This is an optimization exercise on Yosys and OpenROAD, whose aim is small area, not a production implementation. Function was checked by simulation only, so behaviour that the tests miss may differ from the original.

==> flow/design.v (excerpt) <==
module ds_block_top #(
    parameter int IMG_W  = 6,
    parameter int IMG_H  = 5,
    parameter int STRIDE = 1
) (
    input  wire                                    clk,
    input  wire                                    rstn,
    input  wire                                    in_valid,
    input  wire  [ds_pkg::NCH*ds_pkg::ACT_W-1:0]   in_pix,
    output logic                                   out_valid,
    output logic [ds_pkg::NOUT*ds_pkg::ACT_W-1:0]  out_pix
);
For scale: ~1,800 cells after synthesis, roughly 100 I/O pins, ~27,000 sq um of cells after synthesis.
==> flow/config.mk <==
export PLATFORM = sky130hd
export DESIGN_NAME = ds_block_top
export DESIGN_NICKNAME = ds_block_top
export VERILOG_FILES = /design/flow/design.v
export SDC_FILE = /design/flow/constraint.sdc
export NUM_CORES = 4
export LEC_CHECK = 0
export CAP_MARGIN = 20
export CORE_MARGIN = 2
export CORE_UTILIZATION = 40
export CTS_BUF_LIST = sky130_fd_sc_hd__clkbuf_8
export CTS_CLUSTER_DIAMETER = 90
export CTS_CLUSTER_SIZE = 14
export SLEW_MARGIN = 20
export SYNTH_HIERARCHICAL = 1
export SYNTH_MINIMUM_KEEP_SIZE = 0
==> flow/constraint.sdc <==
create_clock -name core_clock -period 8.0 [get_ports {clk}]
set_input_delay 1.6000 -clock core_clock [delete_from_list [all_inputs] [get_ports {clk}]]
set_output_delay 1.6000 -clock core_clock [all_outputs]
set_load 0.01 [all_outputs]
standard.sh (not shown) runs the stock make flow with config.mk's settings and CLKGATE_MAP_FILE= SYNTH_SCRIPT=/design/flow/synth_recipe.tcl, a recipe that flattens the netlist after the stock synthesis.
==> flow/flow/run.sh <==
#!/bin/bash
# The standard synthesis; then the logic before the depthwise result register
# (all combinational cells except the full adders and the pointwise stage's
# cone) mapped again for area by flow/remap.tcl, every other cell untouched,
# and flow/equiv.tcl proving the result equivalent to the standard netlist;
# then the standard layout from floorplan on, with three changes: the port
# buffers are the smallest buffer (sky130_fd_sc_hd__buf_1); clock tree
# synthesis adds no dummy loads (its clustering settings repeat config.mk's);
# and the constant outputs share one tie cell instead of one each.
set -euo pipefail
export BUFFER_PORTS_ARGS="-buffer_cell sky130_fd_sc_hd__buf_1"
export SKIP_REPAIR_TIE_FANOUT=1
export CTS_ARGS="-sink_clustering_enable -repair_clock_nets -sink_clustering_size 14 -sink_clustering_max_diameter 90 -buf_list sky130_fd_sc_hd__clkbuf_8 -dont_use_dummy_load"
bash standard.sh synth > standard_synth.log 2>&1
R=orfs/results/sky130hd/ds_block_top/base
cp $R/1_2_yosys.v $R/1_2_yosys_standard.v
YOSYS="$FLOW_HOME/../tools/install/yosys/bin/yosys"
REMAP_RESULTS=$R REMAP_ABC=flow/remap.abc "$YOSYS" -c flow/remap.tcl > remap.log 2>&1
REMAP_RESULTS=$R "$YOSYS" -c flow/equiv.tcl > equiv.log 2>&1
rm -f $R/1_synth.odb $R/1_synth.sdc
bash standard.sh > standard.log 2>&1
Other scripts of this flow, unchanged in this note and not shown: flow/flow/equiv.tcl, flow/flow/remap.abc, flow/flow/remap.tcl
Next try:
--- a/flow/design.v
+++ b/flow/design.v
@@ -59,54 +59,50 @@
 ) (
     input  wire                                    clk,
     input  wire                                    rstn,
     input  wire                                    in_valid,
     input  wire  [ds_pkg::NCH*ds_pkg::ACT_W-1:0]   in_pix,
     output logic                                   out_valid,
     output logic [ds_pkg::NOUT*ds_pkg::ACT_W-1:0]  out_pix
 );
     logic [2:0]  col, row;
     logic [2:0]  ncol, nrow;
     logic        drain, adv, emit;
     logic        ok_l, ok_r, ok_t, ok_b;
+    assign ok_l = (col != 3'd1);
+    assign ok_r = (col != 3'd0);
+    assign ok_t = (col == 3'd0) ? (row != 3'd2) : (row != 3'd1);
+    assign ok_b = (col == 3'd0) ? (row != 3'd6) : (row != 3'd5);
     assign drain = (row == 3'd5) || (row == 3'd6);
     assign adv   = in_valid || drain;
     assign emit  = adv && (row != 3'd0) && !(row == 3'd1 && col == 3'd0);
     always_comb begin
         if (row == 3'd6) begin
             ncol = 3'd0;
             nrow = 3'd0;
         end else if (col == 3'd5) begin
             ncol = 3'd0;
             nrow = row + 3'd1;
         end else begin
             ncol = col + 3'd1;
             nrow = row;
         end
     end
     always_ff @(posedge clk or negedge rstn) begin
         if (!rstn) begin
             col   <= '0;
             row   <= '0;
-            ok_l  <= 1'b1;
-            ok_r  <= 1'b0;
-            ok_t  <= 1'b1;
-            ok_b  <= 1'b1;
         end else if (adv) begin
             col   <= ncol;
             row   <= nrow;
-            ok_l  <= (ncol != 3'd1);
-            ok_r  <= (ncol != 3'd0);
-            ok_t  <= (ncol == 3'd0) ? (nrow != 3'd2) : (nrow != 3'd1);
-            ok_b  <= (ncol == 3'd0) ? (nrow != 3'd6) : (nrow != 3'd5);
         end
     end
     logic [31:0] sr [1:14];
     always_ff @(posedge clk) begin
         if (adv) begin
             sr[1] <= in_pix;
             for (int i = 2; i <= 14; i++) sr[i] <= sr[i-1];
         end
     end
     wire [15:0] ta14 = ~(sr[14][15:0] & {16{ok_t && ok_l}});
     wire [15:0] ta12 = ~(sr[12][15:0] & {16{ok_t && ok_r}});
     wire [15:0] ta8 = ~(sr[8][15:0] & {16{ok_l}});
Effect: Now the flow completed and failed the layout checks on setup timing; cell area goes up by about 1.2%; routed wire length goes down by about 2%; cell count goes up by about 0.5%; flip-flop and latch count goes down by 4; utilization goes up by 1.3 points.


## the previous run
ds_block_top, a different RTL version from the one above (not shown whole).
Size: about 100 I/O pins, about 28000 µm² of cells after synthesis.
==> module pw_conv, before the edit <==
module pw_conv (
    input  wire [14:0] d0,
    input  wire [14:0] d1,
    output logic [63:0] act
);
    logic signed [16:0] t;       
    logic signed [18:0] s0;
    logic signed [17:0] s1;
    logic signed [18:0] s2;
    logic signed [17:0] s3;
    assign t  = $signed({2'b00, d1}) - $signed({2'b00, d0});
    assign s0 = $signed({2'b00, d1, 2'b00}) - $signed({2'b00, d0, 2'b00}) - $signed({3'b000, d0, 1'b0});
    assign s1 = $signed({3'b000, d0}) - $signed({2'b000, d1, 1'b0});
    assign s2 = 19'sd5 * t;
    assign s3 = $signed({2'b00, d0, 1'b0}) - $signed({3'b000, d1});
    always_comb begin
        act = '0;
        act[10:0]  = s0[18] ? 11'd0 : s0[16:6];
        act[24:16] = s1[17] ? 9'd0  : s1[14:6];
        act[42:32] = s2[18] ? 11'd0 : s2[16:6];
        act[57:48] = s3[17] ? 10'd0 : s3[15:6];
    end
endmodule
export LEC_CHECK = 0
export CAP_MARGIN = 20
export CORE_MARGIN = 2
export CORE_UTILIZATION = 40
export CTS_BUF_LIST = sky130_fd_sc_hd__clkbuf_16
export CTS_CLUSTER_DIAMETER = 120
export CTS_CLUSTER_SIZE = 24
export SLEW_MARGIN = 20
export SYNTH_HIERARCHICAL = 1
export SYNTH_MINIMUM_KEEP_SIZE = 0
create_clock -name core_clock -period 8.0 [get_ports {clk}]
==> flow/flow/run.sh <==
#!/bin/bash
# The standard layout, except that the port buffers are the smallest buffer
# (sky130_fd_sc_hd__buf_1) rather than the one buffer_ports picks by default.
set -euo pipefail
export BUFFER_PORTS_ARGS="-buffer_cell sky130_fd_sc_hd__buf_1"
bash standard.sh > standard.log 2>&1
### the previous run -> the current run
diff --git a/flow/design.v b/flow/design.v
--- a/flow/design.v
+++ b/flow/design.v
@@ -29,17 +29,21 @@
 );
     logic signed [16:0] t;       
-    logic signed [18:0] s0;
-    logic signed [17:0] s1;
+    logic               tp;      
+    logic signed [18:0] xa;
+    logic        [14:0] xm;
+    logic signed [18:0] x;       
     logic signed [18:0] s2;
     logic signed [17:0] s3;
     assign t  = $signed({2'b00, d1}) - $signed({2'b00, d0});
-    assign s0 = $signed({2'b00, d1, 2'b00}) - $signed({2'b00, d0, 2'b00}) - $signed({3'b000, d0, 1'b0});
-    assign s1 = $signed({3'b000, d0}) - $signed({2'b000, d1, 1'b0});
+    assign tp = !t[16];
+    assign xa = tp ? {t, 2'b00} : $signed({4'b0000, d0});
+    assign xm = tp ? d0 : d1;
+    assign x  = xa - $signed({3'b000, xm, 1'b0});
     assign s2 = 19'sd5 * t;
     assign s3 = $signed({2'b00, d0, 1'b0}) - $signed({3'b000, d1});
     always_comb begin
         act = '0;
-        act[10:0]  = s0[18] ? 11'd0 : s0[16:6];
-        act[24:16] = s1[17] ? 9'd0  : s1[14:6];
+        act[10:0]  = (tp && !x[18]) ? x[16:6] : 11'd0;
+        act[24:16] = (!tp && !x[18]) ? x[14:6] : 9'd0;
         act[42:32] = s2[18] ? 11'd0 : s2[16:6];
         act[57:48] = s3[17] ? 10'd0 : s3[15:6];
### Flow results
Achievable frequency (the current run vs. the previous run) decreases slightly
HPWL after detailed placement in the current run is 3.3% lower than in the previous run
Of the current run and the previous run, it is the current run that has the lower multi-input combinational cell area.
Cell area after synthesis shrinks slightly when moving from the previous run to the current run.
The flow did not stop early for the previous run: all stages ran, and the layout cleared the timing, DRC and antenna checks.
The current run completed every stage of the flow, and the final layout passed the timing, DRC and antenna checks.
Comparing design area for the current run and the previous run, the smaller number came from the current run.
The higher number of filler instances in the final layout of the current run and the previous run is in the current run.
Going from the previous run to the current run, setup slack fell 0.028 ns, largest net degree at the start of global routing fell about 18%.


Another version of the RTL of ds_block_top (not shown whole).
Size: about 1,900 cells after synthesis, roughly 100 I/O pins, ~27,000 um2 of cells after synthesis.
Settings: LEC_CHECK=0, CAP_MARGIN=20, CORE_MARGIN=2, CORE_UTILIZATION=40, CTS_BUF_LIST=sky130_fd_sc_hd__clkbuf_16, CTS_CLUSTER_DIAMETER=120, CTS_CLUSTER_SIZE=24, SLEW_MARGIN=20, SYNTH_HIERARCHICAL=1, SYNTH_MINIMUM_KEEP_SIZE=0; clock period 8.0 ns.
==> flow/flow/run.sh <==
#!/bin/bash
# The standard layout with two changes: the port buffers are the smallest
# buffer (sky130_fd_sc_hd__buf_1) rather than the one buffer_ports picks by
# default, and clock tree synthesis adds no dummy loads. The clustering
# settings repeat config.mk's. The constant outputs share one tie cell.
set -euo pipefail
export BUFFER_PORTS_ARGS="-buffer_cell sky130_fd_sc_hd__buf_1"
export SKIP_REPAIR_TIE_FANOUT=1
export CTS_ARGS="-sink_clustering_enable -repair_clock_nets -sink_clustering_size 24 -sink_clustering_max_diameter 120 -buf_list sky130_fd_sc_hd__clkbuf_16 -dont_use_dummy_load"
bash standard.sh > standard.log 2>&1
Edit:
--- a/flow/design.v
+++ b/flow/design.v
@@ -29,20 +29,20 @@
 );
     logic signed [16:0] t;       
     logic               tp;      
     logic signed [18:0] xa;
     logic        [14:0] xm;
     logic signed [18:0] x;       
-    logic signed [18:0] s2;      
-    logic signed [17:0] s3;      
+    logic signed [18:0] s2;
+    logic signed [17:0] s3;
     assign t  = $signed({2'b00, d1}) - $signed({2'b00, d0});
-    assign tp = (d1 >= d0);
+    assign tp = !t[16];
     assign xa = tp ? {t, 2'b00} : $signed({4'b0000, d0});
     assign xm = tp ? d0 : d1;
     assign x  = xa - $signed({3'b000, xm, 1'b0});
-    assign s2 = $signed({t, 2'b00}) + t;
+    assign s2 = 19'sd5 * t;
     assign s3 = $signed({2'b00, d0, 1'b0}) - $signed({3'b000, d1});
     always_comb begin
         act = '0;
         act[10:0]  = (tp && !x[18]) ? x[16:6] : 11'd0;
         act[24:16] = (!tp && !x[18]) ? x[14:6] : 9'd0;
         act[42:32] = s2[18] ? 11'd0 : s2[16:6];
@@ -65,16 +65,12 @@
     output logic [ds_pkg::NOUT*ds_pkg::ACT_W-1:0]  out_pix
 );
     logic [2:0]  col, row;
     logic [2:0]  ncol, nrow;
     logic        drain, adv, emit;
     logic        ok_l, ok_r, ok_t, ok_b;
-    assign ok_l = (col != 3'd1);
-    assign ok_r = (col != 3'd0);
-    assign ok_t = (col == 3'd0) ? (row != 3'd2) : (row != 3'd1);
-    assign ok_b = (col == 3'd0) ? (row != 3'd6) : (row != 3'd5);
     assign drain = (row == 3'd5) || (row == 3'd6);
     assign adv   = in_valid || drain;
     assign emit  = adv && (row != 3'd0) && !(row == 3'd1 && col == 3'd0);
     always_comb begin
         if (row == 3'd6) begin
             ncol = 3'd0;
@@ -88,15 +84,23 @@
         end
     end
     always_ff @(posedge clk or negedge rstn) begin
         if (!rstn) begin
             col   <= '0;
             row   <= '0;
+            ok_l  <= 1'b1;
+            ok_r  <= 1'b0;
+            ok_t  <= 1'b1;
+            ok_b  <= 1'b1;
         end else if (adv) begin
             col   <= ncol;
             row   <= nrow;
+            ok_l  <= (ncol != 3'd1);
+            ok_r  <= (ncol != 3'd0);
+            ok_t  <= (ncol == 3'd0) ? (nrow != 3'd2) : (nrow != 3'd1);
+            ok_b  <= (ncol == 3'd0) ? (nrow != 3'd6) : (nrow != 3'd5);
         end
     end
     logic [31:0] sr [1:14];
     always_ff @(posedge clk) begin
         if (adv) begin
             sr[1] <= in_pix;
=>
- global-route usage falls by 0.38 points
- final area came out higher slightly
- worst setup slack is better by 0.32 ns
- clock skew came out higher by 0.016 ns
- non-clock buffer count drops by 8
- count of clock-buffer cells in the layout does not change
- register-to-register slack improved by 0.32 ns
- maximum frequency goes up by a few percent
- core utilization shrinks by 0.12 points
- cell count rose by a few percent
- synthesized area climbs slightly
- synthesized cell count rose by a few percent

-- static timing again, ports no longer ideal --
In the flow no input, the clock included, has a driving cell. The finished layouts below were timed again as built, in two steps. Step 1: set_driving_cell puts a clkbuf_16 on clk and a buf_2 on each other input, an assumption about the parent block. Step 2 adds t to the input delays and takes it off the output delays; t is the mean of the earliest and latest rising clock arrival at the registers after step 1. Input paths then give back, and output paths get back, about the clock's delay inside the block. Slacks: ideal ports / drivers / drivers and shift; pairs: ideal ports / drivers.
| run | t, ns | slack for setup (ns) | worst hold slack (ns) | worst register clock-pin slew, ns | cell pins on the clock port's net |
|---|---|---|---|---|---|
| the first run of note 1 | 0.669 | 0.488 / 0.435 / 0.552 | 0.406 / 0.406 / 0.406 | 0.09 / 0.09 | 1 |
| the second run of note 1 | 0.661 | -0.194 / -0.194 / -0.194 | 0.393 / 0.393 / 0.393 | 0.10 / 0.10 | 1 |
| the previous run | 0.636 | 0.603 / 0.543 / 0.967 | 0.417 / 0.417 / 0.417 | 0.11 / 0.11 | 1 |
| the current run | 0.625 | 0.575 / 0.514 / 0.778 | 0.415 / 0.415 / 0.415 | 0.10 / 0.10 | 1 |
| the first run of note 3 | 0.615 | 0.291 / 0.291 / 0.291 | 0.390 / 0.390 / 0.390 | 0.10 / 0.10 | 1 |
| the second run of note 3 | 0.632 | 0.614 / 0.557 / 0.614 | 0.345 / 0.345 / 0.345 | 0.10 / 0.10 | 1 |
